This design comes from an exercise in tuning for small area and a short achievable clock period on the open sky130 flow, not from production work. In this exercise RTL edits were held to simulation tests only and were not proved equivalent to the original. Power and IR drop assume default switching activity.

**design/flow/design.v**
```verilog
module mp85_bus_target #(
    parameter logic [15:0] BASE_ADDR   = 16'h8000,
    parameter int          ADDR_BITS   = 8,
    parameter int          WAIT_STATES = 2
) (
    input  logic        clk,
    input  logic        rst,
    input  logic [15:0] address,
    input  logic        mem_read,
    input  logic        mem_write,
    input  logic [7:0]  data_in,
    output logic [7:0]  data_out,
    output logic        ready,
    output logic        selected,
    output logic        err
);
    typedef enum logic [1:0] {
        ST_IDLE,
        ST_WAIT,
        ST_ACCESS,
        ST_RELEASE
    } state_t;
    state_t          state;
    logic            wait2;       
    logic            op_wr;
    logic [7:0]      wdata;
    logic [7:0]      qp1;         
    logic [3:0]      lo4;         
    logic [7:0]      mid8;        
    logic [7:0]      ph;          
    logic [255:0][7:0] ring;
    logic [7:0]      pw_a;        
    logic [7:0]      pw_b;        
    logic [1:0]      pw_d;        
    logic [7:0]      wd;          
    logic            fire0;       
    logic            flate;       
    logic            p1, p2;      
    logic            bp;          
    logic            byp;         
    logic [3:0][7:0] s1;
    logic [7:0]      rd;
    logic hit;
    logic one_strobe;
    logic both_strobes;
    logic strobe_held;
    logic accept;
    logic fire;
    logic [7:0] qn;               
    logic [5:0] widx;             
    always_comb begin
        hit          = (address[15:ADDR_BITS] == BASE_ADDR[15:ADDR_BITS]);
        one_strobe   = mem_read ^ mem_write;
        both_strobes = mem_read & mem_write;
        strobe_held  = op_wr ? mem_write : mem_read;
        accept       = (state == ST_IDLE) && hit && one_strobe;
        fire         = fire0 || flate;
        qn           = address[7:0] + ph;
        widx         = 6'((qp1 + 8'd2) >> 2);
    end
    always_ff @(posedge clk or posedge rst) begin
        if (rst) begin
            state    <= ST_IDLE;
            wait2    <= 1'b0;
            fire0    <= 1'b0;
            data_out <= 8'h00;
            ready    <= 1'b0;
            selected <= 1'b0;
            err      <= 1'b0;
        end else begin
            ready <= 1'b0;
            err   <= 1'b0;
            fire0 <= (state == ST_WAIT) && wait2 && strobe_held && op_wr &&
                     (pw_d == 2'd0);
            case (state)
                ST_IDLE: begin
                    if (hit && both_strobes) begin
                        err <= 1'b1;
                    end else if (hit && one_strobe) begin
                        selected <= 1'b1;
                        wait2    <= 1'b0;
                        state    <= ST_WAIT;
                    end
                end
                ST_WAIT: begin
                    if (!strobe_held) begin
                        selected <= 1'b0;
                        state    <= ST_IDLE;
                    end else if (wait2) begin
                        state <= ST_ACCESS;
                    end else begin
                        wait2 <= 1'b1;
                    end
                end
                ST_ACCESS: begin
                    if (!op_wr) begin
                        if (byp)
                            data_out <= wd;
                        else if (qp1[0])
                            data_out <= rd ^ {8{!qp1[2]}};
                        else
                            data_out <= s1[qp1[7:6]] ^ {8{!qp1[2]}};
                    end
                    ready <= 1'b1;
                    state <= ST_RELEASE;
                end
                ST_RELEASE: begin
                    if (!mem_read && !mem_write) begin
                        selected <= 1'b0;
                        state    <= ST_IDLE;
                    end
                end
                default: state <= ST_IDLE;
            endcase
        end
    end
    always_ff @(posedge clk) begin
        if (accept) begin
            op_wr <= mem_write;
            wdata <= data_in;
            qp1   <= qn;
            lo4   <= 4'd1 << qn[2:1];
            mid8  <= 8'd1 << qn[5:3];
        end
    end
    always_ff @(posedge clk) begin
        if (state == ST_WAIT && !wait2 && op_wr) begin
            pw_a <= 8'd1 << widx[5:3];
            pw_b <= 8'd1 << widx[2:0];
            pw_d <= 2'(8'd1 - qp1);
            wd   <= wdata;
        end
        p1    <= (state == ST_ACCESS) && op_wr;
        p2    <= p1;
        flate <= ((state == ST_ACCESS) && op_wr && pw_d == 2'd1) ||
                 (p1 && pw_d == 2'd2) || (p2 && pw_d == 2'd3);
        bp    <= p2 && (pw_d == 2'd3);
        if (state == ST_WAIT && !wait2)
            byp <= bp && pw_a[qp1[7:5]] && pw_b[qp1[4:2]] && (qp1[1:0] == 2'b11);
    end
    always_ff @(posedge clk) begin
        ph <= ph + 8'd1;
        for (int p = 0; p < 256; p++) begin
            if ((p % 4) == 3)
                ring[p] <= ~((fire && pw_a[p / 32] && pw_b[(p / 4) % 8]) ?
                             ((((p / 4) % 2) == 1) ? wd : ~wd) :
                             ring[(p + 255) % 256]);
            else
                ring[p] <= ring[(p + 255) % 256];
        end
    end
    always_ff @(posedge clk) begin
        for (int g = 0; g < 4; g++) begin
            logic [7:0] acc;
            acc = 8'h00;
            for (int j = 0; j < 32; j++)
                acc = acc | (ring[2 * (32 * g + j)] & {8{lo4[j % 4] & mid8[j / 4]}});
            s1[g] <= acc;
        end
        rd <= s1[qp1[7:6]];
    end
endmodule
```
**design/flow/run.sh**
```bash
#!/bin/bash
# synth_recipe.tcl (not shown) runs the flow's synth.tcl, then flattens the netlist and writes it again
# the make line also repeats each setting of config.mk as NAME=value (left out here)
make -C /OpenROAD-flow-scripts/flow DESIGN_CONFIG=/design/flow/config.mk WORK_HOME=/design/flow/orfs CLKGATE_MAP_FILE= SYNTH_SCRIPT=/design/flow/synth_recipe.tcl finish
```
**design/flow/config.mk**
```make
export PLATFORM = sky130hd
export DESIGN_NAME = mp85_bus_target
export DESIGN_NICKNAME = mp85_bus_target
export VERILOG_FILES = /design/flow/design.v
export SDC_FILE = /design/flow/constraint.sdc
export NUM_CORES = 4
export LEC_CHECK = 0
export CAP_MARGIN = 20
export CORE_MARGIN = 2
export CORE_UTILIZATION = 40
export SETUP_SLACK_MARGIN = 2.7
export SLEW_MARGIN = 20
```
**design/flow/constraint.sdc**
```tcl
create_clock -name core_clock -period 5.0 [get_ports {clk}]
set_input_delay 1.0000 -clock core_clock [delete_from_list [all_inputs] [get_ports {clk}]]
set_output_delay 1.0000 -clock core_clock [all_outputs]
set_load 0.01 [all_outputs]
```
==> impl_metrics.csv, run 1 <==
group,metric,value,unit
timing,post-route-min-period,2.356,ns
timing,setup-violations-final,0,
timing,final.setup_skew,0.02375,ns
timing,fmaxAchievable,0.4245,GHz
clock_tree,post_cts_hold_buffer_count,0,
route,routed_via_density,5.314,
clock_tree,clock_sinks,2171,
floorplan,die_area,147200,sq um
synthesis,postSynthAreaPerCell,13.25,sq um
floorplan,initial_core_util,0.4025,
synthesis,synthesis.area,57680,sq um
critical_path,crit_path_start_kind,"register",
floorplan,fp.coreArea,143300,sq um
synthesis,synthArstFlopShare,0.006909,
critical_path,worstPathMaxFanout,9,
power,ratio_of_total_power_to_cell_area,634.2,nW/um^2
power,vdd_ir_drop_max,0.4115,mV
clock_tree,clock-root-buffer,"sky130_fd_sc_hd__clkbuf_16",
timing,timing.max_slew.rel_slack,0.2315,
layout,layout-drive-gt1-share,0.1020,
run,timing.max_cap.violations,0,
synthesis,synth-seq-area-share,0.7645,
outcome,outcome,"no timing/DRC/antenna violations",
global_routing,globalRouteTotalUtil,0.2178,
global_routing,grt_first_pass_wirelength,233.4,mm
synthesis,ys_dominant_reg_cell,"sky130_fd_sc_hd__dfxtp_1",
synthesis,mappedNetlistNets,4392,
floorplan,pin_count,39,
route,drt_iter0_drc,3480,
clock_tree,path_clk_slew,0.07,ns
route,residual_drc_count,0,
route,postRouteWirelength,164.0,mm
synthesis,synth_seq_cells,2171,
critical_path,path_class,"reg -> reg",
clock_tree,clk_latency,0.81,ns
layout,nFillCells,12644,
synthesis,netlist_instances,4352,
hold_path,hold_path.class,"reg -> reg",
timing,layout_worst_path_cycle_share,0.4711,
critical_path,crit_required,5.66,ns
global_routing,grt_antenna_before_repair,3,
global_routing,maximum_number_of_pins_on_one_net_before_global_route_repair,67,
layout,finish.net_count,4465,
power,power.leakage,27.66,nW
critical_path,crit_path_end_kind,"register",
layout,areaGrowthSynthToFinish,16.37,%
placement,gpl_congestion,0.8186,
timing,actual_transition_at_the_worst_max_transition_pin,1.150,ns
timing,fin_setup_tns,0,ns
timing,setup_repair_after_global_routing_missed_its_margin,"true",
floorplan,die-height,383.7,um
clock_tree,max-clock-path-buffers,3,
clock_tree,htreeDepth,4,
global_routing,grt_pass1_vias,33556,
floorplan,floorplan.rows,139,
synthesis,netlist-cell-type-count,59,
placement,port_buffers,38,
route,drtPass1Iterations,7,
layout,finish.utilization,0.4684,
critical_path,r2r_slack,2.64,ns
synthesis,synth-edff-count,56,
timing,hold_violations_final,0,
route,routed-via-count,34454,
placement,post-dp-hpwl,93.10,mm
route,wl_per_cell,25.29,um
critical_path,timing.critical_path.arrival,3.02,ns
clock_tree,cts_made_buffers,193,
global_routing,grt.overflow.total,0,
timing,final_max_slew_viols,0,
floorplan,chipWidth,383.7,um
route,antenna_left,0,
synthesis,synth-warning-count,1,
clock_tree,cts_tree,"done",
## report_power, final
| group | leakage (nW) | switching (mW) | internal, mW |
|---|---|---|---|
| clock | 3.18 | 6.29 | 8.53 |
| combinational | 6.16 | 1.52 | 1.55 |
| sequential | 18.3 | 2.32 | 22.4 |
| total | 27.7 | 10.1 | 32.4 |
## metal layers
metal  wire, um  GRT usage  vias up
li1           -          -    15517
met1      74230     0.3058    17267
met2      72830     0.3385     1357
met3      10980    0.03444      311
met4       5935    0.08083        2
met5         13          0        -
## repair_timing
item,in CTS,in global routing
cloned,5,2
pin swaps,4,13
resized for setup,59,23
setup endpoints to repair,68,70
setup buffers,27,6
## synth_stat cells, types with 8 or more instances
library cell / number / share of area
sky130_fd_sc_hd__a221oi_1: 14 / 0.0021
sky130_fd_sc_hd__or3b_1: 10 / 0.0015
sky130_fd_sc_hd__inv_1: 25 / 0.0016
sky130_fd_sc_hd__dfrtp_1: 15 / 0.0065
sky130_fd_sc_hd__nor3_1: 38 / 0.0033
sky130_fd_sc_hd__nor4_1: 16 / 0.0017
sky130_fd_sc_hd__a22oi_1: 359 / 0.047
sky130_fd_sc_hd__buf_1: 53 / 0.0034
sky130_fd_sc_hd__o21a_1: 9 / 0.0012
sky130_fd_sc_hd__a21oi_1: 365 / 0.032
sky130_fd_sc_hd__dfxtp_1: 2100 / 0.73
sky130_fd_sc_hd__nor2_1: 315 / 0.020
sky130_fd_sc_hd__nand3_1: 77 / 0.0067
sky130_fd_sc_hd__a31oi_1: 28 / 0.0030
sky130_fd_sc_hd__clkbuf_1: 157 / 0.010
sky130_fd_sc_hd__o21ai_0: 15 / 0.0013
sky130_fd_sc_hd__xor2_1: 8 / 0.0012
sky130_fd_sc_hd__and3_1: 8 / 0.00087
sky130_fd_sc_hd__o211ai_1: 11 / 0.0014
sky130_fd_sc_hd__xnor2_1: 14 / 0.0021
sky130_fd_sc_hd__nand2_1: 102 / 0.0066
sky130_fd_sc_hd__mux2_2: 8 / 0.0016
sky130_fd_sc_hd__edfxtp_1: 56 / 0.029
sky130_fd_sc_hd__o22ai_1: 42 / 0.0046
sky130_fd_sc_hd__mux2i_1: 268 / 0.047
sky130_fd_sc_hd__ha_1: 11 / 0.0024
sky130_fd_sc_hd__o2bb2ai_1: 8 / 0.0012
sky130_fd_sc_hd__a222oi_1: 59 / 0.010
sky130_fd_sc_hd__a22o_1: 44 / 0.0067
sky130_fd_sc_hd__buf_2: 48 / 0.0042
## area by class of cell
type / count / area [sq um] / area share
sequential: 2171 / 44100 / 0.6570
clock buffer: 288 / 5839 / 0.08700
tap: 1903 / 2381 / 0.03547
clock inverter: 61 / 580.6 / 0.008649
timing repair buffer: 137 / 1511 / 0.02252
multi-input combinational: 1894 / 12590 / 0.1875
antenna: 2 / 5.005 / 0.00007456
inverter: 28 / 118.9 / 0.001771
## placed cells by master, fill, tap and decap left out, types with 35 or more instances in the layout
cell / instances
sky130_fd_sc_hd__nand3_1: 77
sky130_fd_sc_hd__nor2_1: 314
sky130_fd_sc_hd__nor3_1: 37
sky130_fd_sc_hd__nand2_1: 101
sky130_fd_sc_hd__clkbuf_8: 44
sky130_fd_sc_hd__a222oi_1: 59
sky130_fd_sc_hd__mux2i_1: 268
sky130_fd_sc_hd__clkinv_2: 35
sky130_fd_sc_hd__a22oi_1: 358
sky130_fd_sc_hd__a21oi_1: 363
sky130_fd_sc_hd__dfxtp_1: 2100
sky130_fd_sc_hd__edfxtp_1: 56
sky130_fd_sc_hd__a22o_1: 44
sky130_fd_sc_hd__buf_4: 71
sky130_fd_sc_hd__clkbuf_1: 41
sky130_fd_sc_hd__o22ai_1: 42
sky130_fd_sc_hd__clkbuf_16: 205
## critical path: stages, from the launching register on
cell                       delay (ns)
sky130_fd_sc_hd__edfxtp_1        0.52
sky130_fd_sc_hd__buf_6           0.18
sky130_fd_sc_hd__buf_12          0.14
sky130_fd_sc_hd__a22o_1          0.22
sky130_fd_sc_hd__a222oi_1        0.28
sky130_fd_sc_hd__or4b_1          0.45
sky130_fd_sc_hd__or4_1           0.42
## path summary, 6_finish.rpt
check                                   end  startpoint  depth (start not counted)
worst max-delay path                  s1[8]     mid8[2]                          6
worst min-delay path              ring[419]   ring[411]                          0
worst max register to register        s1[8]     mid8[2]                          6
worst min register to register    ring[419]   ring[411]                          0
max in group asynchronous       data_out[3]         rst                          2
min in group asynchronous               err         rst                          2
## sequential cells by signal, indices dropped and copies added, names as in the netlist, 2 cells and up, named ones only
signal / cells
ph: 8
wdata: 8
qp1: 8
wd: 8
rd: 8
data_out: 8
lo4: 4
s1: 32
pw_b: 8
pw_a: 8
ring: 2048
pw_d: 2
mid8: 8
## cell families (layout without fill, tap and decap cells)
| logic type | Yosys count | count (layout) | synth area share |
|---|---|---|---|
| XOR/XNOR | 22 | 22 | 0.003341 |
| flip-flops | 2171 | 2171 | 0.7645 |
| adder cells (fa/ha/maj) | 12 | 12 | 0.002733 |
| other | 0 | 2 | 0 |
| buffers and inverters | 288 | 514 | 0.02004 |
| multiplexers | 280 | 280 | 0.04963 |
| AND/OR/NAND/NOR | 592 | 593 | 0.04464 |
| AO/OA/AOI/OAI | 987 | 987 | 0.1151 |
## stage by stage
stage          hold slack [ns]  power, mW  instances  cell area, sq um  setup WS (ns)
2_1_floorplan           0.3096      26.04       4352             57790          2.085
3_3_place_gp            0.3095      27.78       6092             60100          1.479
3_5_place_dp            0.3121      27.91       6093             60120          1.441
4_1_cts                 0.3017      42.66       6474             66960          2.618
5_1_grt                 0.3070      44.16       6482             67120          2.606
6_report                0.3080      42.57       6484             67120          2.644
==> run 2: changes to the inputs <==
--- a/design/flow/config.mk
+++ b/design/flow/config.mk
@@ -10,2 +10,4 @@
 export CORE_UTILIZATION = 40
+export CTS_CLUSTER_DIAMETER = 100
+export CTS_CLUSTER_SIZE = 30
 export SETUP_SLACK_MARGIN = 2.7
==> run 2 against run 1 <==
- sequential cell count unchanged
- area after synthesis unchanged
- hold slack improved by 0.012 ns
- sequential power about the same
- first-iteration DRC count increased by 11%
- design area decreased by 6.2%
- critical endpoint is now qp1[2]
==> impl_metrics.csv, run 2 <==
group,metric,value,unit
critical_path,crit_path_start_kind,"input port",
timing,fmaxAchievable,0.4251,GHz
global_routing,grt_first_pass_wirelength,228.0,mm
synthesis,postSynthAreaPerCell,13.25,sq um
synthesis,netlist-cell-type-count,59,
power,pwr-share-clk,0.228,
floorplan,pin_count,39,
clock_tree,clock-root-buffer,"sky130_fd_sc_hd__clkbuf_16",
synthesis,synth.top_cells.by_count,"sky130_fd_sc_hd__dfxtp_1, sky130_fd_sc_hd__a21oi_1, sky130_fd_sc_hd__a22oi_1",
placement,post-dp-hpwl,93.10,mm
layout,finish.net_count,4357,
layout,seqCellArea,44100,sq um
floorplan,die_area,147200,sq um
timing,setup_repair_after_global_routing_missed_its_margin,"true",
layout,largest_registers,"ring: 2048 flops, s1: 32 flops",
critical_path,worstPathMaxFanout,8,
power,ratio_of_total_power_to_cell_area,569.2,nW/um^2
global_routing,grt_antenna_before_repair,5,
route,met1_length,74.60,mm
layout,nFillCells,13010,
synthesis,mappedNetlistNets,4392,
synthesis,netlist_instances,4352,
floorplan,initial_core_util,0.4025,
power,finalPower,35.82,mW
layout,top_register,"ring",
critical_path,worst_path_dominant_cell_family,"simple AND/OR/NAND/NOR gates",
hold_path,hold_path.class,"reg -> reg",
timing,final_max_slew_viols,0,
critical_path,critical_path_cell_by_cell,"buf_6 -> or4_4 -> or4_4 -> buf_6 -> buf_6 -> nor2_4 -> buf_6 -> buf_12",
timing,final.setup_skew,0.03260,ns
synthesis,synthesis.area,57680,sq um
timing,actual_transition_at_the_worst_max_transition_pin,1.150,ns
outcome,outcome,"no timing/DRC/antenna violations",
route,routed.top_layer,"met5",
power,share_comb_of_total_power,0.085,
global_routing,maximum_number_of_pins_on_one_net_before_global_route_repair,67,
layout,mostFrequentLayoutCells,"sky130_fd_sc_hd__dfxtp_1, sky130_fd_sc_hd__a21oi_1, sky130_fd_sc_hd__a22oi_1",
synthesis,yosys.area.top_type_share,0.7289,
layout,multi_input_area,12610,sq um
floorplan,fp.coreArea,143300,sq um
critical_path,critical_path.most_common_cell,"sky130_fd_sc_hd__buf_6",
route,antenna_left,0,
layout,layout_commonest_cell,"sky130_fd_sc_hd__dfxtp_1",
placement,place_inst,6093,
timing,post-route-min-period,2.352,ns
critical_path,crit_path_end_kind,"register",
clock_tree,htreeDepth,3,
synthesis,synth_largest_area_cell,"sky130_fd_sc_hd__dfxtp_1",
timing,setup-violations-final,0,
power,power.leakage,25.55,nW
floorplan,floorplan.rows,139,
layout,layout-drive-gt1-share,0.06096,
global_routing,globalRouteTotalUtil,0.2124,
power,sequentialPowerShare,0.688,
synthesis,synth-warning-count,1,
critical_path,path_buf_inv,5,
synthesis,most_repeated_cell_in_the_gate_level_netlist_after_synthesis,"sky130_fd_sc_hd__dfxtp_1",
critical_path,critical_path.max_stage_delay,0.53,ns
route,wl_per_cell,25.99,um
synthesis,synth-edff-count,56,
route,postRouteWirelength,162.1,mm
floorplan,chipWidth,383.7,um
synthesis,ys_dominant_reg_cell,"sky130_fd_sc_hd__dfxtp_1",
placement,port_buffers,38,
power,vdd_ir_drop_max,0.3628,mV
synthesis,yosys-top-cells-area,"sky130_fd_sc_hd__dfxtp_1, sky130_fd_sc_hd__a22oi_1, sky130_fd_sc_hd__mux2i_1, sky130_fd_sc_hd__a21oi_1, sky130_fd_sc_hd__edfxtp_1",
route,routed_via_density,5.365,
route,residual_drc_count,0,
global_routing,grt.overflow.total,0,
power,internal-power,26.96,mW
timing,fin_setup_tns,0,ns
run,timing.max_cap.violations,0,
power,p_sw_frac,0.2475,
synthesis,synth_seq_cells,2171,
power,power.net_switching,8.866,mW
timing,timing.max_slew.rel_slack,0.2316,
global_routing,grt_pass1_vias,32190,
route,routed-wl-met2,72.34,mm
critical_path,path_class,"in -> reg",
placement,gpl_congestion,0.8186,
clock_tree,clock_sinks,2171,
route,drtPass1Iterations,8,
critical_path,critical_path.slowest_cell,"sky130_fd_sc_hd__or4_4",
route,drt_iter0_drc,3869,
timing,layout_worst_path_cycle_share,0.4705,
floorplan,die-height,383.7,um
critical_path,timing.critical_path.arrival,2.78,ns
route,routed-via-count,33449,
clock_tree,cts_made_buffers,82,
route,dr_wl_met3,10.37,mm
clock_tree,cts_tree,"done",
synthesis,synth-seq-area-share,0.7645,
synthesis,synthArstFlopShare,0.006909,
timing,hold_violations_final,0,
layout,areaGrowthSynthToFinish,9.124,%
clock_tree,max-clock-path-buffers,3,
layout,largest_reg_flops,2048,
clock_tree,path_clk_slew,0.11,ns
layout,post_layout_nonfiller_instances,6235,
clock_tree,clk_latency,0.72,ns
critical_path,crit_required,5.42,ns
-- run 2: cell counts after synthesis --
No cell type changed its count.
-- run 2: worst reg2reg max path, delay by kind of cell (launching register included) --
| kind | cells | cell delay (ns) |
|---|---|---|
| buf+inv | 2 | 0.32 |
| flops | 1 | 0.51 |
| simple gates | 2 | 0.87 |
| compound gates | 2 | 0.53 |
-- run 2: per-stage QoR --
stage	util	setup slack, ns	hold WS [ns]	cell area (sq um)
2_1_floorplan	-	2.085	0.3096	57790
3_3_place_gp	0.4194	1.479	0.3095	60100
3_5_place_dp	0.4195	1.441	0.3121	60120
4_1_cts	0.4380	2.621	0.3180	62770
5_1_grt	0.4392	2.585	0.3226	62940
6_report	0.4392	2.648	0.3200	62940
-- run 2: kinds of logic after synthesis --
group / synth area share
flip-flops: 0.7645
AO/OA/AOI/OAI: 0.1151
AND/OR/NAND/NOR: 0.04464
buffers and inverters: 0.02004
multiplexers: 0.04963
XOR/XNOR: 0.003341
adder cells (fa/ha/maj): 0.002733
-- run 2: final timing paths --
path	startpoint	to	slack (ns)	depth (start not counted)
worst max register to register	mid8[2]	s1[8]	2.66	6
max in group asynchronous	rst	fire0	3.95	2
min in group asynchronous	rst	err	0.65	2
worst min-delay path	ring[651]	ring[659]	0.32	0
worst max-delay path	address[10]	qp1[2]	2.65	8
worst min register to register	ring[651]	ring[659]	0.32	0
-- run 2: repair_timing --
action                     CTS  global route
resized for setup           83            32
setup buffers               31             4
gates cloned                 6             2
hold buffers                 0             0
setup endpoints to repair   70            49
pin swaps                    6             9
-- run 2: area by class of cell --
| cell class | instances | share of cell area |
|---|---|---|
| diodes | 1 | 0.00003976 |
| clock buffers | 92 | 0.03387 |
| clock inverters | 6 | 0.001312 |
| inverters | 28 | 0.002008 |
| multi-input cells | 1894 | 0.2003 |
| flip-flops and latches | 2171 | 0.7006 |
| well taps | 1903 | 0.03783 |
| repair buffers | 140 | 0.02399 |
-- run 2: metal layers --
layer,track usage,vias to the layer above
li1,-,15135
met1,0.3065,16896
met2,0.3348,1196
met3,0.02903,220
met4,0.05497,2
met5,0,-
-- run 2: power by group through the flow --
stage	sequential, mW	clock, mW	combinational (mW)
after global routing	25.0	8.85	3.36
final	24.6	8.15	3.03
after detailed placement	24.9	0	2.98
after CTS	24.6	8.27	3.00
after global placement	24.8	0	2.94
after floorplan	23.9	0	2.18
==> run 3: changes to the inputs <==
--- a/design/flow/design.v
+++ b/design/flow/design.v
@@ -46,3 +46,2 @@
     logic strobe_held;
-    logic accept;
     logic fire;
@@ -55,3 +54,2 @@
         strobe_held  = op_wr ? mem_write : mem_read;
-        accept       = (state == ST_IDLE) && hit && one_strobe;
         fire         = fire0 || flate;
@@ -117,3 +115,3 @@
     always_ff @(posedge clk) begin
-        if (accept) begin
+        if (state == ST_IDLE) begin
             op_wr <= mem_write;
--- a/design/flow/config.mk
+++ b/design/flow/config.mk
@@ -12,3 +12,3 @@
 export CTS_CLUSTER_SIZE = 30
-export SETUP_SLACK_MARGIN = 2.7
+export SETUP_SLACK_MARGIN = 3.2
 export SLEW_MARGIN = 20
==> run 3 against run 2 <==
- maximum frequency is 2.9% higher
- clock-buffer cell count is 1 higher
- die area hardly changed
- sequential power is 15% higher
- core utilization is 2.8 points higher
- first-iteration DRC count is 15% higher
- sequential cell count stayed put
- clock skew is 0.0064 ns higher
- wire length is 16% higher
- sequential share of layout area is 4.2 points lower
==> impl_metrics.csv, run 3 <==
group,metric,value,unit
outcome,outcome,"no timing/DRC/antenna violations",
critical_path,critical_path.max_stage_delay,0.42,ns
floorplan,pin_count,39,
power,ratio_of_total_power_to_cell_area,697.2,nW/um^2
floorplan,die-height,383.7,um
layout,top_register,"ring",
timing,post-route-worst-setup-slack,2.714,ns
timing,final.setup_skew,0.03904,ns
floorplan,floorplan.rows,139,
layout,layout_commonest_cell,"sky130_fd_sc_hd__dfxtp_1",
route,routed-via-count,35635,
global_routing,grt_antenna_before_repair,13,
clock_tree,path_clk_slew,0.12,ns
route,drtPass1Iterations,6,
timing,setup-violations-final,0,
floorplan,fp.coreArea,143300,sq um
critical_path,worst_path_dominant_cell_family,"flip-flops",
timing,fin_setup_tns,0,ns
synthesis,synth_largest_area_cell,"sky130_fd_sc_hd__dfxtp_1",
run,timing.max_cap.violations,0,
global_routing,globalRouteMet2Util,0.3627,
layout,largest_registers,"ring: 2048 flops, s1: 32 flops",
critical_path,path_class,"reg -> out",
synthesis,synth.top_cells.by_count,"sky130_fd_sc_hd__dfxtp_1, sky130_fd_sc_hd__a22oi_1, sky130_fd_sc_hd__a21oi_1",
clock_tree,clk_latency,0.73,ns
synthesis,mappedNetlistNets,4377,
global_routing,globalRouteTotalUtil,0.2361,
clock_tree,clock_sinks,2171,
hold_path,hold_path.class,"reg -> reg",
global_routing,maximum_number_of_pins_on_one_net_before_global_route_repair,66,
critical_path,path_buf_inv,1,
synthesis,netlist-cell-type-count,63,
timing,layout_worst_path_cycle_share,0.4572,
synthesis,netlist_instances,4337,
synthesis,synth-edff-count,56,
layout,areaGrowthSynthToFinish,16.11,%
synthesis,synth_seq_cells,2171,
global_routing,grt_pass1_vias,33131,
timing,post-route-min-period,2.286,ns
floorplan,die_area,147300,sq um
global_routing,grt.overflow.total,0,
floorplan,chipWidth,383.7,um
global_routing,busiest_layer,"met2",
timing,timing.max_slew.rel_slack,0.2926,
route,residual_drc_count,0,
placement,pre_cts_slack,1.858,ns
clock_tree,cts_tree,"done",
floorplan,initial_core_util,0.4025,
power,power.leakage,27.59,nW
global_routing,grt_use_met3,0.04425,
critical_path,crit_required,4.00,ns
timing,actual_transition_at_the_worst_max_transition_pin,1.061,ns
layout,mostFrequentLayoutCells,"sky130_fd_sc_hd__dfxtp_1, sky130_fd_sc_hd__a21oi_1, sky130_fd_sc_hd__nor2_1",
clock_tree,htreeDepth,3,
global_routing,grt_util_met1,0.3289,
synthesis,postSynthAreaPerCell,13.30,sq um
clock_tree,cts_made_buffers,82,
synthesis,synth-seq-area-share,0.7645,
global_routing,grt_first_pass_wirelength,247.8,mm
timing,fmaxAchievable,0.4374,GHz
synthesis,synthesis.area,57680,sq um
critical_path,timing.critical_path.arrival,1.29,ns
clock_tree,post_cts_hold_buffer_count,0,
placement,post-dp-hpwl,90.20,mm
synthesis,synthArstFlopShare,0.006909,
synthesis,ys_dominant_reg_cell,"sky130_fd_sc_hd__dfxtp_1",
layout,largest_reg_flops,2048,
layout,finish.net_count,4512,
power,vdd_ir_drop_max,0.5118,mV
critical_path,crit_path_start_kind,"register",
critical_path,critical_path_cell_by_cell,"buf_2",
critical_path,crit_path_end_kind,"output pin",
synthesis,synth-warning-count,1,
timing,final_max_slew_viols,0,
placement,port_buffers,38,
critical_path,worstPathMaxFanout,2,
route,postRouteWirelength,187.5,mm
synthesis,yosys-top-cells-area,"sky130_fd_sc_hd__dfxtp_1, sky130_fd_sc_hd__mux2i_1, sky130_fd_sc_hd__a22oi_1, sky130_fd_sc_hd__a21oi_1, sky130_fd_sc_hd__edfxtp_1",
route,wl_per_cell,29.34,um
clock_tree,max-clock-path-buffers,3,
synthesis,yosys.area.top_type_share,0.7288,
clock_tree,clock-root-buffer,"sky130_fd_sc_hd__clkbuf_16",
layout,layout-drive-gt1-share,0.1432,
route,antenna_left,0,
timing,setup_repair_after_global_routing_missed_its_margin,"true",
timing,hold_violations_final,0,
synthesis,most_repeated_cell_in_the_gate_level_netlist_after_synthesis,"sky130_fd_sc_hd__dfxtp_1",
route,drt_iter0_drc,4452,
route,routed_via_density,5.578,
placement,gpl_congestion,0.8083,
critical_path,critical_path.slowest_cell,"sky130_fd_sc_hd__dfrtp_1",
==> run 3: cell families (layout without fill, tap and decap cells) <==
kind of cell,count (synthesis),in the layout,synth area share
AO/OA/AOI/OAI,940,940,0.1104
XOR/XNOR,27,28,0.004100
adder cells (fa/ha/maj),12,12,0.002733
buffers and inverters,297,440,0.02056
flip-flops,2171,2171,0.7645
multiplexers,282,282,0.05195
other,0,3,0
AND/OR/NAND/NOR,608,610,0.04575
==> run 3: cell type report <==
| class | instances | area, sq um |
|---|---|---|
| fillers | 12550 | 76330 |
| flip-flops and latches | 2171 | 44120 |
| multi-input cells | 1872 | 13720 |
| repair buffers | 311 | 4312 |
| well taps | 1903 | 2381 |
| clock buffers | 93 | 2200 |
| inverters | 34 | 203.9 |
| clock inverters | 2 | 28.78 |
| diodes | 3 | 7.507 |
==> run 3: per-layer routing <==
metal | vias to the layer above | part of all wire
met5 | - | 0.00015
met4 | 6 | 0.048
met3 | 394 | 0.095
met2 | 1862 | 0.44
met1 | 17901 | 0.42
li1 | 15472 | -
==> run 3: where the power goes <==
part / internal [mW] / switching [mW] / leakage [nW] / total, mW
Clock: 3.17 / 5.06 / 1.09 / 8.23
Combinational: 4.29 / 5.85 / 8.14 / 10.1
Sequential: 24.7 / 3.66 / 18.4 / 28.3
Total: 32.1 / 14.6 / 27.6 / 46.7
==> run 3: metrics by stage <==
step / power, mW / instances / hold slack (ns) / util / instance area (sq um)
2_1_floorplan: 31.28 / 4337 / 0.3096 / - / 57830
3_3_place_gp: 35.03 / 6060 / 0.3095 / 0.4187 / 60000
3_5_place_dp: 35.25 / 6060 / 0.3121 / 0.4187 / 60000
4_1_cts: 45.33 / 6308 / 0.3115 / 0.4559 / 65330
5_1_grt: 48.21 / 6386 / 0.3096 / 0.4673 / 66970
6_report: 46.70 / 6389 / 0.2913 / 0.4673 / 66970
==> run 3: what timing repair did <==
| item | in CTS | in global routing |
|---|---|---|
| buffers inserted | 114 | 55 |
| resized for setup | 373 | 167 |
| gates cloned | 39 | 23 |
| pin swaps | 103 | 95 |
| setup endpoints to repair | 584 | 379 |
==> run 3: final timing paths <==
path | start | endpoint | slack, ns | cells after the start
hold / removal | ring[296] | ring[304] | 0.29 | 0
min in group asynchronous | rst | err | 0.64 | 2
setup / recovery | data_out[0] | data_out[0] | 2.71 | 1
setup reg to reg | mid8[1] | s1[29] | 2.95 | 7
hold reg to reg | ring[296] | ring[304] | 0.29 | 0
max in group asynchronous | rst | state[0] | 3.93 | 2
==> run 4: changes to the inputs <==
--- a/design/flow/config.mk
+++ b/design/flow/config.mk
@@ -12,3 +12,3 @@
 export CTS_CLUSTER_SIZE = 30
-export SETUP_SLACK_MARGIN = 3.2
+export SETUP_SLACK_MARGIN = 2.9
 export SLEW_MARGIN = 20
==> run 4 against run 3 <==
- non-clock buffer count is 166 lower
- clock power hardly changed
- global-route usage is 2.5 points lower
- critical path depth stayed put
- sequential power hardly changed
- design area is 5.4% lower
- power is 5.5% lower
- hold slack better by 0.0083 ns
- largest cell class unchanged
- highest routed layer unchanged
==> impl_metrics.csv, run 4 <==
group,metric,value,unit
synthesis,most_repeated_cell_in_the_gate_level_netlist_after_synthesis,"sky130_fd_sc_hd__dfxtp_1",
timing,layout_worst_path_cycle_share,0.4566,
power,power.leakage,25.81,nW
global_routing,grt_first_pass_wirelength,227.0,mm
placement,post-dp-hpwl,90.93,mm
layout,layout-drive-gt1-share,0.07507,
power,ratio_of_total_power_to_cell_area,696.9,nW/um^2
timing,fmaxAchievable,0.4380,GHz
power,p_sw_frac,0.3000,
synthesis,synth_largest_area_cell,"sky130_fd_sc_hd__dfxtp_1",
floorplan,chipWidth,383.7,um
critical_path,crit_path_start_kind,"register",
global_routing,grt.overflow.total,0,
critical_path,critical_path_cell_by_cell,"buf_6",
critical_path,crit_path_end_kind,"output pin",
critical_path,worst_path_dominant_cell_family,"flip-flops",
critical_path,critical_path.slowest_cell,"sky130_fd_sc_hd__dfrtp_1",
placement,gpl_congestion,0.8161,
global_routing,globalRouteTotalUtil,0.2114,
synthesis,synth-warning-count,1,
power,sequentialPowerShare,0.638,
synthesis,synth-seq-area-share,0.7645,
floorplan,pin_count,39,
layout,largest_registers,"ring: 2048 flops, s1: 32 flops",
synthesis,postSynthAreaPerCell,13.30,sq um
floorplan,die_area,147300,sq um
hold_path,hold_path.class,"reg -> reg",
clock_tree,cts_tree,"done",
layout,finish.net_count,4344,
outcome,outcome,"no timing/DRC/antenna violations",
timing,actual_transition_at_the_worst_max_transition_pin,0.9942,ns
global_routing,maximum_number_of_pins_on_one_net_before_global_route_repair,116,
global_routing,grt_antenna_before_repair,7,
synthesis,yosys-top-cells-area,"sky130_fd_sc_hd__dfxtp_1, sky130_fd_sc_hd__mux2i_1, sky130_fd_sc_hd__a22oi_1, sky130_fd_sc_hd__a21oi_1, sky130_fd_sc_hd__edfxtp_1",
synthesis,netlist-cell-type-count,63,
synthesis,mappedNetlistNets,4377,
power,power.net_switching,13.24,mW
route,antenna_left,0,
synthesis,synthArstFlopShare,0.006909,
clock_tree,max-clock-path-buffers,3,
timing,post-route-min-period,2.283,ns
timing,setup-violations-final,0,
route,drt_iter0_drc,3821,
timing,setup_repair_after_global_routing_missed_its_margin,"true",
floorplan,die-height,383.7,um
synthesis,synth_seq_cells,2171,
layout,top_register,"ring",
power,internal-power,30.90,mW
timing,final.setup_skew,0.03744,ns
route,routed-via-count,33668,
critical_path,path_buf_inv,1,
timing,fin_setup_tns,0,ns
floorplan,floorplan.rows,139,
route,routed_via_density,5.409,
synthesis,ys_dominant_reg_cell,"sky130_fd_sc_hd__dfxtp_1",
clock_tree,htreeDepth,3,
timing,timing.max_slew.rel_slack,0.3372,
layout,mostFrequentLayoutCells,"sky130_fd_sc_hd__dfxtp_1, sky130_fd_sc_hd__a22oi_1, sky130_fd_sc_hd__a21oi_1",
run,timing.max_cap.violations,0,
power,vdd_ir_drop_max,0.3863,mV
timing,final_max_slew_viols,0,
layout,areaGrowthSynthToFinish,9.820,%
clock_tree,clock-root-buffer,"sky130_fd_sc_hd__clkbuf_16",
global_routing,grt_pass1_vias,32251,
critical_path,worstPathMaxFanout,2,
synthesis,synthesis.area,57680,sq um
critical_path,path_class,"reg -> out",
power,pwr-share-clk,0.186,
synthesis,synth-edff-count,56,
route,wl_per_cell,26.47,um
layout,largest_reg_flops,2048,
power,finalPower,44.15,mW
critical_path,crit_required,4.00,ns
floorplan,initial_core_util,0.4025,
floorplan,fp.coreArea,143300,sq um
clock_tree,clk_latency,0.73,ns
route,residual_drc_count,0,
clock_tree,post_cts_hold_buffer_count,0,
synthesis,synth.top_cells.by_count,"sky130_fd_sc_hd__dfxtp_1, sky130_fd_sc_hd__a22oi_1, sky130_fd_sc_hd__a21oi_1",
critical_path,timing.critical_path.arrival,1.28,ns
critical_path,critical_path.max_stage_delay,0.43,ns
synthesis,netlist_instances,4337,
power,share_comb_of_total_power,0.177,
timing,hold_violations_final,0,
clock_tree,clock_sinks,2171,
synthesis,yosys.area.top_type_share,0.7288,
placement,port_buffers,38,
clock_tree,path_clk_slew,0.12,ns
layout,layout_commonest_cell,"sky130_fd_sc_hd__dfxtp_1",
route,postRouteWirelength,164.8,mm
clock_tree,cts_made_buffers,82,
route,drtPass1Iterations,7,
-- run 4: cell counts after synthesis --
No cell type changed its count.
-- run 4: cell type report --
cell class | count | area (sq um)
Sequential cell | 2171 | 44100
Clock inverter | 3 | 30.03
Inverter | 34 | 162.7
Clock buffer | 93 | 2200
Timing Repair Buffer | 145 | 1670
Antenna cell | 6 | 15.01
Fill cell | 13000 | 79960
Multi-Input combinational cell | 1870 | 12790
Tap cell | 1903 | 2381
-- run 4: path summary, 6_finish.rpt --
check / start / to / slack, ns / cells after the start
setup / recovery: data_out[5] / data_out[5] / 2.72 / 1
hold / removal: ring[123] / ring[131] / 0.30 / 0
setup reg to reg: pw_b[1] / ring[1081] / 2.78 / 2
hold reg to reg: ring[123] / ring[131] / 0.30 / 0
max in group asynchronous: rst / state[0] / 3.95 / 2
min in group asynchronous: rst / data_out[7] / 0.65 / 2
-- run 4: power groups by stage --
stage	registers (mW)	logic, mW	clock network (mW)
floorplan	26.7	4.55	0
detailed placement	28.4	6.82	0
finish	28.2	7.79	8.20
global route	28.7	8.26	8.88
CTS	28.1	7.28	8.30
global placement	28.3	6.73	0
-- run 4: kinds of logic (layout without fill, tap and decap cells) --
family,Yosys count,count (layout),synth area share
AND/OR/NAND/NOR,608,608,0.04575
XOR/XNOR,27,28,0.004100
buffers and inverters,297,275,0.02056
other,0,6,0
adder cells (fa/ha/maj),12,12,0.002733
multiplexers,282,282,0.05195
AO/OA/AOI/OAI,940,940,0.1104
flip-flops,2171,2171,0.7645
-- run 4: worst reg2reg max path, cell delays in order, from the launching register on --
cell	delay, ns
sky130_fd_sc_hd__edfxtp_1	0.87
sky130_fd_sc_hd__nand2_1	0.82
sky130_fd_sc_hd__mux2i_1	0.43
-- run 4: routing by layer --
metal / vias up / GRT usage / share of wire
li1: 15079 / - / -
met1: 16902 / 0.3036 / 0.46
met2: 1408 / 0.3288 / 0.44
met3: 275 / 0.03053 / 0.072
met4: 4 / 0.06536 / 0.034
met5: - / 0 / 0.00016
-- run 4: repair_timing --
item                                    in CTS  in global routing
setup buffers                               27                 18
cloned                                       6                  7
gates resized for setup                    120                 77
endpoints found under the hold margin        0                  0
pin swaps                                    7                 27
endpoints found under the setup margin     182                205
-- run 4: through the flow --
stage	setup slack, ns	utilization	cell area (sq um)	hold slack (ns)	instances
detailed placement	1.848	0.4182	59930	0.3121	6065
global placement	1.857	0.4182	59930	0.3096	6065
finish	2.717	0.4420	63350	0.2996	6225
floorplan	2.457	-	57750	0.3096	4337
CTS	2.678	0.4383	62810	0.3116	6194
global route	2.687	0.4419	63330	0.2994	6219
==> run 5: changes to the inputs <==
--- a/design/flow/config.mk
+++ b/design/flow/config.mk
@@ -9,6 +9,6 @@
 export CORE_MARGIN = 2
-export CORE_UTILIZATION = 40
+export CORE_UTILIZATION = 65
 export CTS_CLUSTER_DIAMETER = 100
 export CTS_CLUSTER_SIZE = 30
-export SETUP_SLACK_MARGIN = 2.9
+export SETUP_SLACK_MARGIN = 3.0
 export SLEW_MARGIN = 20
==> run 5 against run 4 <==
- still clean
- critical path depth unchanged
- sequential cell count unchanged
- sequential power hardly changed
- area after synthesis is the same
- global-route usage increased by 14 points
- synthesized cell count is the same
- critical path type unchanged
- critical endpoint is now data_out[6]
==> impl_metrics.csv, run 5 <==
group,metric,value,unit
route,drt_iter0_drc,4226,
timing,final_max_slew_viols,0,
layout,largest_reg_flops,2048,
route,drtPass1Iterations,9,
synthesis,synth_seq_cells,2171,
placement,port_buffers,38,
synthesis,synth-seq-area-share,0.7645,
timing,timing.hold.ws,0.3253,ns
route,routed_via_density,6.225,
power,finalPower,45.08,mW
synthesis,mappedNetlistNets,4377,
clock_tree,clock_sinks,2171,
timing,actual_transition_at_the_worst_max_transition_pin,1.007,ns
synthesis,synth_largest_area_cell,"sky130_fd_sc_hd__dfxtp_1",
outcome,outcome,"no timing/DRC/antenna violations",
synthesis,synth_top_family_by_area,"compound AO/OA/AOI/OAI gates",
hold_path,hold_end,"ring[327]",
synthesis,most_repeated_cell_in_the_gate_level_netlist_after_synthesis,"sky130_fd_sc_hd__dfxtp_1",
synthesis,muxShareOfSynthArea,0.05195,
layout,layout_commonest_cell,"sky130_fd_sc_hd__dfxtp_1",
layout,top_register,"ring",
placement,gpl_congestion,0.8221,
clock_tree,cts_tree,"done",
critical_path,critical_path.slowest_cell,"sky130_fd_sc_hd__dfrtp_1",
clock_tree,clock-root-buffer,"sky130_fd_sc_hd__clkbuf_16",
hold_path,hp-start,"ring[319]",
synthesis,synth-compound-area-share,0.1104,
floorplan,die_area,91140,sq um
route,postRouteWirelength,169.8,mm
global_routing,grt_pass1_vias,33199,
critical_path,worst_path_dominant_cell_family,"flip-flops",
critical_path,crit_path_end_kind,"output pin",
critical_path,timing.rr.start,"flate",
synthesis,synth-warning-count,1,
synthesis,netlist_instances,4337,
timing,layout_worst_path_cycle_share,0.4550,
hold_path,hold_path.class,"reg -> reg",
clock_tree,post_cts_hold_buffer_count,0,
clock_tree,max-clock-path-buffers,3,
floorplan,initial_core_util,0.6547,
global_routing,grt.overflow.total,0,
power,vdd_ir_drop_max,0.4776,mV
timing,hold_violations_final,0,
timing,post-route-worst-setup-slack,2.725,ns
synthesis,yosys.area.top_type_share,0.7288,
floorplan,fp.coreArea,88100,sq um
clock_tree,htreeDepth,3,
timing,timing.max_slew.rel_slack,0.3280,
power,ratio_of_total_power_to_cell_area,709.5,nW/um^2
route,routed-via-count,34556,
critical_path,worst_r2r_path_depth,3,
timing,fin_setup_tns,0,ns
critical_path,path_buf_inv,1,
synthesis,synthXorXnorAreaFrac,0.004100,
layout,areaGrowthSynthToFinish,10.16,%
clock_tree,clk_latency,0.71,ns
clock_tree,cts_made_buffers,82,
critical_path,critical_path_cell_by_cell,"buf_2",
power,power.leakage,26.32,nW
placement,dpl-instance-area,58980,sq um
layout,post_layout_nonfiller_instances,5551,
synthesis,ys_dominant_reg_cell,"sky130_fd_sc_hd__dfxtp_1",
timing,setup_repair_after_global_routing_missed_its_margin,"true",
synthesis,synth-edff-count,56,
route,wl_per_cell,30.58,um
critical_path,crit_required,4.00,ns
run,timing.max_cap.violations,0,
synthesis,postSynthAreaPerCell,13.30,sq um
timing,setup-violations-final,0,
route,residual_drc_count,0,
timing,fmaxAchievable,0.4395,GHz
synthesis,synth.top_cells.by_count,"sky130_fd_sc_hd__dfxtp_1, sky130_fd_sc_hd__a22oi_1, sky130_fd_sc_hd__a21oi_1",
placement,place_inst,5324,
floorplan,die-height,301.9,um
layout,layout-drive-gt1-share,0.1002,
global_routing,maximum_number_of_pins_on_one_net_before_global_route_repair,90,
global_routing,grt_first_pass_wirelength,228.6,mm
timing,final.setup_skew,0.02821,ns
floorplan,pin_count,39,
critical_path,worstPathMaxFanout,2,
placement,pre_cts_slack,1.844,ns
layout,finish.utilization,0.7212,
synthesis,synthAdderAreaFrac,0.002733,
critical_path,critical_path.max_stage_delay,0.42,ns
critical_path,path_class,"reg -> out",
layout,mostFrequentLayoutCells,"sky130_fd_sc_hd__dfxtp_1, sky130_fd_sc_hd__a21oi_1, sky130_fd_sc_hd__a22oi_1",
synthesis,yosys-top-cells-area,"sky130_fd_sc_hd__dfxtp_1, sky130_fd_sc_hd__mux2i_1, sky130_fd_sc_hd__a22oi_1, sky130_fd_sc_hd__a21oi_1, sky130_fd_sc_hd__edfxtp_1",
hold_path,min_delay_path_depth,0,
layout,finalInstanceArea,63540,sq um
floorplan,floorplan.rows,109,
critical_path,crit_path_start_kind,"register",
layout,largest_registers,"ring: 2048 flops, s1: 32 flops",
route,antenna_left,0,
global_routing,globalRouteTotalUtil,0.3507,
clock_tree,path_clk_slew,0.12,ns
layout,finish.net_count,4405,
timing,post-route-min-period,2.275,ns
layout,nFillCells,6028,
global_routing,grt_antenna_before_repair,8,
synthesis,synthArstFlopShare,0.006909,
critical_path,r2r_slack,2.94,ns
critical_path,timing.critical_path.arrival,1.28,ns
placement,post-dp-hpwl,88.97,mm
floorplan,chipWidth,301.9,um
synthesis,synthesis.area,57680,sq um
synthesis,netlist-cell-type-count,63,
critical_path,r2r_end,"ring[61]",
synthesis,synth_simple_gate_area_frac,0.04575,
[run 5: cell counts after synthesis]
No cell type changed its count.
[run 5: area by class of cell]
class | count | area (sq um) | share of cell area
antenna | 4 | 10.01 | 0.0001575
clock buffer | 100 | 2290 | 0.03603
clock inverter | 1 | 16.27 | 0.0002560
inverter | 34 | 183.9 | 0.002895
multi-input combinational | 1871 | 13010 | 0.2048
sequential | 2171 | 44100 | 0.6941
tap | 1165 | 1458 | 0.02294
timing repair buffer | 205 | 2467 | 0.03883
[run 5: worst max path at each step]
stage	depth (start not counted)	startpoint	to	slack [ns]
floorplan	7	address[0]	mid8[6]	2.46
global placement	8	address[0]	mid8[6]	1.88
detailed placement	8	address[0]	mid8[6]	1.84
CTS	1	data_out[6]	data_out[6]	2.71
global route	1	data_out[6]	data_out[6]	2.69
finish	1	data_out[6]	data_out[6]	2.72
[run 5: cells by family after synthesis]
group / count (synthesis)
AO/OA/AOI/OAI: 940
XOR/XNOR: 27
adder cells (fa/ha/maj): 12
buffers and inverters: 297
flip-flops: 2171
multiplexers: 282
AND/OR/NAND/NOR: 608
[run 5: metal layers]
layer,global-route usage,vias up,routed length [um]
met5,0,-,31
met4,0.1584,4,9254
met3,0.06629,403,15610
met2,0.5457,1797,75170
met1,0.4810,17114,69700
li1,-,15238,-
[run 5: what timing repair did]
action	in CTS	in global routing
cloned	12	17
pin swaps	20	46
buffers inserted	63	30
endpoints found under the hold margin	0	0
setup endpoints to repair	429	139
resized for setup	182	109
[run 5: report_power, final]
group          leakage [nW]  switching (mW)  internal (mW)
clock network          1.13            4.99           3.28
registers              18.4            3.57           24.7
logic                  6.84            5.14           3.44
==> run 6: changes to the inputs <==
--- a/design/flow/config.mk
+++ b/design/flow/config.mk
@@ -9,3 +9,3 @@
 export CORE_MARGIN = 2
-export CORE_UTILIZATION = 65
+export CORE_UTILIZATION = 55
 export CTS_CLUSTER_DIAMETER = 100
==> run 6 against run 5 <==
- still clean
- sequential cell count stayed put
- first-iteration DRC count shrank 3.1%
- hold slack worse by 0.0083 ns
- power is 1.4% lower
- sequential share of layout area rose by 0.36 points
==> impl_metrics.csv, run 6 <==
group,metric,value,unit
synthesis,synthArstFlopShare,0.006909,
route,routed-via-count,33795,
placement,post-dp-hpwl,91.59,mm
global_routing,maximum_number_of_pins_on_one_net_before_global_route_repair,90,
critical_path,crit_path_end_kind,"output pin",
critical_path,critical_path.max_stage_delay,0.41,ns
synthesis,netlist-cell-type-count,63,
synthesis,postSynthAreaPerCell,13.30,sq um
global_routing,globalRouteTotalUtil,0.2953,
floorplan,pin_count,39,
global_routing,grt_pass1_vias,31884,
layout,largest_registers,"ring: 2048 flops, s1: 32 flops",
synthesis,synth-seq-area-share,0.7645,
layout,areaGrowthSynthToFinish,9.592,%
layout,largest_reg_flops,2048,
critical_path,worst_path_dominant_cell_family,"flip-flops",
timing,timing.max_slew.rel_slack,0.3213,
clock_tree,htreeDepth,3,
synthesis,synth-warning-count,1,
floorplan,die-height,327.9,um
floorplan,floorplan.rows,118,
timing,post-route-worst-setup-slack,2.737,ns
route,residual_drc_count,0,
power,vdd_ir_drop_max,0.4648,mV
placement,place_inst,5546,
timing,layout_worst_path_cycle_share,0.4526,
route,postRouteWirelength,169.1,mm
route,wl_per_cell,29.47,um
clock_tree,max-clock-path-buffers,3,
clock_tree,clk_latency,0.71,ns
critical_path,critical_path_cell_by_cell,"buf_2",
power,power.leakage,26.07,nW
clock_tree,post_cts_hold_buffer_count,0,
synthesis,synth_seq_cells,2171,
floorplan,fp.coreArea,103800,sq um
hold_path,hold_path.class,"reg -> reg",
synthesis,netlist_instances,4337,
layout,multi_input_area,12870,sq um
placement,pre_cts_slack,1.834,ns
layout,nFillCells,8133,
global_routing,grt_first_pass_wirelength,227.5,mm
route,routed.top_layer,"met5",
layout,layout-drive-gt1-share,0.08976,
global_routing,grt_antenna_before_repair,2,
timing,post-route-min-period,2.263,ns
critical_path,path_class,"reg -> out",
clock_tree,clock_sinks,2171,
synthesis,synthesis.area,57680,sq um
layout,post_layout_nonfiller_instances,5739,
power,ratio_of_total_power_to_cell_area,703.4,nW/um^2
clock_tree,cts_tree,"done",
route,antenna_left,0,
route,met1_length,74.82,mm
synthesis,mappedNetlistNets,4377,
synthesis,yosys-top-cells-area,"sky130_fd_sc_hd__dfxtp_1, sky130_fd_sc_hd__mux2i_1, sky130_fd_sc_hd__a22oi_1, sky130_fd_sc_hd__a21oi_1, sky130_fd_sc_hd__edfxtp_1",
critical_path,path_buf_inv,1,
synthesis,synth.top_cells.by_count,"sky130_fd_sc_hd__dfxtp_1, sky130_fd_sc_hd__a22oi_1, sky130_fd_sc_hd__a21oi_1",
placement,port_buffers,38,
route,drt_iter0_drc,4094,
synthesis,ys_dominant_reg_cell,"sky130_fd_sc_hd__dfxtp_1",
timing,actual_transition_at_the_worst_max_transition_pin,1.018,ns
critical_path,timing.critical_path.arrival,1.26,ns
layout,seqCellArea,44100,sq um
synthesis,synth-edff-count,56,
timing,fmaxAchievable,0.4419,GHz
global_routing,grt.overflow.total,0,
floorplan,chipWidth,327.9,um
clock_tree,cts_made_buffers,82,
timing,setup-violations-final,0,
synthesis,yosys.area.top_type_share,0.7288,
layout,top_register,"ring",
layout,mostFrequentLayoutCells,"sky130_fd_sc_hd__dfxtp_1, sky130_fd_sc_hd__a21oi_1, sky130_fd_sc_hd__a22oi_1",
timing,final.setup_skew,0.03113,ns
layout,finish.utilization,0.6091,
critical_path,crit_path_start_kind,"register",
placement,gpl_congestion,0.8090,
timing,hold_violations_final,0,
timing,setup_repair_after_global_routing_missed_its_margin,"true",
route,dr_wl_met3,11.40,mm
critical_path,critical_path.slowest_cell,"sky130_fd_sc_hd__dfrtp_1",
layout,layout_commonest_cell,"sky130_fd_sc_hd__dfxtp_1",
timing,fin_setup_tns,0,ns
power,finalPower,44.46,mW
synthesis,most_repeated_cell_in_the_gate_level_netlist_after_synthesis,"sky130_fd_sc_hd__dfxtp_1",
clock_tree,path_clk_slew,0.12,ns
outcome,outcome,"no timing/DRC/antenna violations",
synthesis,synth_largest_area_cell,"sky130_fd_sc_hd__dfxtp_1",
clock_tree,clock-root-buffer,"sky130_fd_sc_hd__clkbuf_16",
route,routed_via_density,5.889,
layout,finish.net_count,4383,
route,routed-wl-met2,76.25,mm
critical_path,crit_required,4.00,ns
floorplan,initial_core_util,0.5558,
floorplan,die_area,107500,sq um
run,timing.max_cap.violations,0,
critical_path,worstPathMaxFanout,2,
timing,final_max_slew_viols,0,
route,drtPass1Iterations,6,
==> run 6: kinds of logic (layout without fill, tap and decap cells) <==
group                      count (synthesis)  after routing  synth area share
DFF                                     2171           2171            0.7645
AOI/OAI and AO/OA                        940            940            0.1104
and+or+nand+nor                          608            608           0.04575
buffers and inverters                    297            315           0.02056
muxes                                    282            282           0.05195
xor gates and xnor gates                  27             28          0.004100
adders and majority gates                 12             12          0.002733
other                                      0              3                 0
==> run 6: cell type report <==
| cell class | count | area share |
|---|---|---|
| clock inverters | 3 | 0.0005938 |
| clock buffers | 94 | 0.03418 |
| inverters | 34 | 0.002533 |
| well taps | 1380 | 0.02731 |
| repair buffers | 184 | 0.03406 |
| diodes | 3 | 0.0001188 |
| multi-input cells | 1870 | 0.2035 |
| flip-flops and latches | 2171 | 0.6977 |
==> run 6: final timing paths <==
path                        startpoint          end  slack, ns  cells past startpoint
hold / removal                ring[25]     ring[33]       0.32                      0
min in group asynchronous          rst        wait2       0.68                      2
setup / recovery           data_out[7]  data_out[7]       2.74                      1
hold reg to reg               ring[25]     ring[33]       0.32                      0
max in group asynchronous          rst     state[0]       3.86                      2
setup reg to reg                 fire0    ring[507]       2.96                      3
==> run 6: power by group <==
part / internal [mW] / switching [mW]
Sequential: 24.7 / 3.50
Combinational: 3.23 / 4.93
Clock: 3.12 / 5.02
Total: 31.0 / 13.5
==> run 6: per-layer routing <==
layer | vias up | GRT usage
met4 | 4 | 0.09523
met1 | 17052 | 0.4207
met2 | 1272 | 0.4698
met3 | 292 | 0.03744
met5 | - | 0
li1 | 15175 | -
==> run 6: what timing repair did <==
action	CTS	global route
endpoints found under the setup margin	390	312
gates resized for setup	160	99
pin swaps	15	43
cloned	8	12
buffers inserted	32	41
==> run 6: stage by stage <==
step / hold slack [ns] / area [sq um]
finish: 0.3170 / 63220
CTS: 0.3183 / 62350
global placement: 0.3096 / 59330
global route: 0.3198 / 63210
floorplan: 0.3096 / 57750
detailed placement: 0.3121 / 59330
==> run 7: changes to the inputs <==
--- a/design/flow/config.mk
+++ b/design/flow/config.mk
@@ -12,3 +12,3 @@
 export CTS_CLUSTER_SIZE = 30
-export SETUP_SLACK_MARGIN = 3.0
+export SETUP_SLACK_MARGIN = 2.8
 export SLEW_MARGIN = 20
==> run 7 against run 6 <==
- highest routed layer is now met4
- core utilization shrank 1.1 points
- largest cell class unchanged
- register-to-register slack lost 0.23 ns
- global-route usage shrank 0.77 points
- synthesized cell count is the same
- clock power is essentially flat
- clock-buffer cell count is the same
- still clean
- critical path type unchanged
- wire length shrank 6.1%
- critical endpoint unchanged
- die area is the same
- non-clock buffer count shrank 69
- design area shrank 1.9%
- combinational power shrank 12%
- setup slack lost 0.0069 ns
==> impl_metrics.csv, run 7 <==
group,metric,value,unit
outcome,outcome,"no timing/DRC/antenna violations",
synthesis,synthArstFlopShare,0.006909,
placement,gpl_congestion,0.8118,
global_routing,grt_pass1_vias,31807,
placement,port_buffers,38,
critical_path,crit_path_end_kind,"output pin",
power,internal-power,30.60,mW
critical_path,path_buf_inv,1,
clock_tree,clock-root-buffer,"sky130_fd_sc_hd__clkbuf_16",
synthesis,ys_dominant_reg_cell,"sky130_fd_sc_hd__dfxtp_1",
power,pwr-share-clk,0.187,
route,antenna_left,0,
clock_tree,max-clock-path-buffers,3,
layout,post_layout_nonfiller_instances,5673,
hold_path,hold_path.class,"reg -> reg",
clock_tree,cts_made_buffers,82,
route,routed-via-count,32993,
power,ratio_of_total_power_to_cell_area,701.6,nW/um^2
timing,layout_worst_path_cycle_share,0.4540,
synthesis,synth.top_cells.by_count,"sky130_fd_sc_hd__dfxtp_1, sky130_fd_sc_hd__a22oi_1, sky130_fd_sc_hd__a21oi_1",
clock_tree,cts_tree,"done",
global_routing,grt_first_pass_wirelength,223.6,mm
global_routing,grt.overflow.total,0,
route,residual_drc_count,0,
synthesis,synthesis.area,57680,sq um
clock_tree,path_clk_slew,0.11,ns
clock_tree,htreeDepth,3,
critical_path,critical_path.max_stage_delay,0.41,ns
timing,setup-violations-final,0,
layout,finalInstanceArea,62030,sq um
power,vdd_ir_drop_max,0.4150,mV
timing,timing.max_slew.rel_slack,0.2723,
critical_path,crit_required,4.00,ns
synthesis,synth-edff-count,56,
layout,mostFrequentLayoutCells,"sky130_fd_sc_hd__dfxtp_1, sky130_fd_sc_hd__a22oi_1, sky130_fd_sc_hd__a21oi_1",
global_routing,grt_antenna_before_repair,4,
timing,setup_repair_after_global_routing_missed_its_margin,"true",
critical_path,timing.critical_path.arrival,1.27,ns
clock_tree,clock_sinks,2171,
global_routing,globalRouteTotalUtil,0.2876,
route,drtPass1Iterations,6,
clock_tree,post_cts_hold_buffer_count,0,
timing,actual_transition_at_the_worst_max_transition_pin,1.092,ns
synthesis,synth_largest_area_cell,"sky130_fd_sc_hd__dfxtp_1",
synthesis,synth-seq-area-share,0.7645,
timing,fin_setup_tns,0,ns
clock_tree,clk_latency,0.71,ns
floorplan,die_area,107500,sq um
timing,fmaxAchievable,0.4406,GHz
synthesis,synth_seq_cells,2171,
layout,layout_commonest_cell,"sky130_fd_sc_hd__dfxtp_1",
critical_path,path_class,"reg -> out",
run,timing.max_cap.violations,0,
critical_path,worstPathMaxFanout,2,
timing,post-route-min-period,2.270,ns
synthesis,most_repeated_cell_in_the_gate_level_netlist_after_synthesis,"sky130_fd_sc_hd__dfxtp_1",
route,wl_per_cell,27.98,um
synthesis,yosys-top-cells-area,"sky130_fd_sc_hd__dfxtp_1, sky130_fd_sc_hd__mux2i_1, sky130_fd_sc_hd__a22oi_1, sky130_fd_sc_hd__a21oi_1, sky130_fd_sc_hd__edfxtp_1",
floorplan,pin_count,39,
placement,dpl-instance-area,59330,sq um
layout,areaGrowthSynthToFinish,7.540,%
power,p_sw_frac,0.2970,
floorplan,floorplan.rows,118,
floorplan,initial_core_util,0.5558,
layout,finish.net_count,4314,
timing,final.setup_skew,0.02549,ns
placement,place_inst,5545,
timing,final_max_slew_viols,0,
power,power.net_switching,12.93,mW
floorplan,fp.coreArea,103800,sq um
route,postRouteWirelength,158.7,mm
power,share_comb_of_total_power,0.166,
synthesis,synth-warning-count,1,
timing,hold_violations_final,0,
critical_path,critical_path_cell_by_cell,"buf_2",
synthesis,postSynthAreaPerCell,13.30,sq um
synthesis,netlist_instances,4337,
synthesis,mappedNetlistNets,4377,
layout,layout-drive-gt1-share,0.05925,
route,routed_via_density,5.816,
layout,largest_registers,"ring: 2048 flops, s1: 32 flops",
synthesis,yosys.area.top_type_share,0.7288,
synthesis,netlist-cell-type-count,63,
global_routing,maximum_number_of_pins_on_one_net_before_global_route_repair,104,
layout,nFillCells,8318,
floorplan,chipWidth,327.9,um
critical_path,worst_path_dominant_cell_family,"flip-flops",
power,sequentialPowerShare,0.647,
power,power.leakage,25.50,nW
floorplan,die-height,327.9,um
power,finalPower,43.52,mW
layout,top_register,"ring",
layout,largest_reg_flops,2048,
placement,post-dp-hpwl,91.88,mm
critical_path,critical_path.slowest_cell,"sky130_fd_sc_hd__dfrtp_1",
critical_path,crit_path_start_kind,"register",
route,drt_iter0_drc,3546,
[run 7: cell counts after synthesis]
No cell type changed its count.
[run 7: through the flow]
| stage | setup slack [ns] | util | hold WS [ns] |
|---|---|---|---|
| finish | 2.730 | 0.5977 | 0.3216 |
| CTS | 2.635 | 0.5951 | 0.3206 |
| global route | 2.683 | 0.5975 | 0.3190 |
| detailed placement | 1.841 | 0.5716 | 0.3121 |
| floorplan | 2.457 | - | 0.3096 |
| global placement | 1.836 | 0.5716 | 0.3095 |
[run 7: power groups by stage]
stage / logic [mW] / registers, mW / clock network [mW]
CTS: 7.02 / 28.1 / 8.24
global placement: 6.74 / 28.4 / 0
finish: 7.22 / 28.2 / 8.14
detailed placement: 6.83 / 28.5 / 0
floorplan: 4.55 / 26.7 / 0
global route: 7.70 / 28.7 / 8.87
[run 7: what timing repair did]
| action | 4_1_cts | 5_1_grt |
|---|---|---|
| buffers inserted | 17 | 4 |
| pin swaps | 5 | 4 |
| gates cloned | 1 | 3 |
| setup endpoints to repair | 94 | 203 |
| resized for setup | 73 | 47 |
[run 7: worst paths after layout]
kind	start	to	slack [ns]	depth (start not counted)
min in group asynchronous	rst	err	0.66	2
max in group asynchronous	rst	data_out[0]	3.92	2
hold / removal	ring[1725]	ring[1733]	0.32	0
hold reg to reg	ring[1725]	ring[1733]	0.32	0
setup / recovery	data_out[7]	data_out[7]	2.73	1
setup reg to reg	flate	ring[703]	2.73	3
[run 7: cell families (layout without fill, tap and decap cells)]
group / Yosys count / after routing / share of synthesized area
AOI/OAI and AO/OA: 940 / 940 / 0.1104
xor gates and xnor gates: 27 / 28 / 0.004100
adders and majority gates: 12 / 12 / 0.002733
buffers and inverters: 297 / 246 / 0.02056
DFF: 2171 / 2171 / 0.7645
muxes: 282 / 282 / 0.05195
other: 0 / 6 / 0
and+or+nand+nor: 608 / 608 / 0.04575
[run 7: final cells by class]
type                    instances  area (sq um)  area share
flip-flops and latches       2171         44100      0.7109
multi-input cells            1870         12660      0.2040
clock buffers                  94          2161     0.03483
well taps                    1380          1727     0.02783
repair buffers                115          1179     0.01900
inverters                      34         160.2    0.002582
clock inverters                 3         37.54   0.0006051
diodes                          6         15.01   0.0002420
[run 7: per-layer routing]
layer | routed length (um) | global-route usage | vias up | share of wire
met5 | 0 | 0 | - | 0
met3 | 9180 | 0.03351 | 266 | 0.058
met1 | 71980 | 0.4116 | 16572 | 0.45
li1 | - | - | 15031 | -
met2 | 72510 | 0.4612 | 1124 | 0.46
met4 | 5058 | 0.08476 | 0 | 0.032

[what the ideal ports hide]
No port has a modelled driver above. Below, the same layouts with a new extraction and two added sets of constraints.
Step 1 assumes that a clkbuf_16 drives the clock port and a buf_2 every other input.
Step 2 times the ports against the registers' clock, not the clock port: input delays grow and output delays shrink by t, the midpoint of the rising clock arrivals with the driver on.
Three values: ideal, step 1, step 2; two values: the first two.
| run | t, ns | setup slack, ns | hold WS [ns] | worst setup path at the end | pins driven straight from the clock port |
|---|---|---|---|---|---|
| run 1 | 0.865 | 2.644 / 2.599 / 1.906 | 0.308 / 0.308 / 0.308 | input to register | 1 |
| run 2 | 0.772 | 2.648 / 2.664 / 1.917 | 0.320 / 0.320 / 0.320 | input to register | 1 |
| run 3 | 0.778 | 2.714 / 2.644 / 2.267 | 0.291 / 0.291 / 0.291 | input to register | 1 |
| run 4 | 0.780 | 2.717 / 2.647 / 2.198 | 0.300 / 0.300 / 0.300 | input to register | 1 |
| run 5 | 0.764 | 2.725 / 2.653 / 2.295 | 0.325 / 0.325 / 0.325 | input to register | 1 |
| run 6 | 0.774 | 2.737 / 2.664 / 2.282 | 0.317 / 0.317 / 0.317 | input to register | 1 |
| run 7 | 0.766 | 2.730 / 2.664 / 2.102 | 0.322 / 0.322 / 0.322 | input to register | 1 |
After both steps setup and hold are still met in every run listed. For run 1, which loses most, drivers alone change the setup slack by -0.045 ns; drivers and shift together by -0.738 ns.
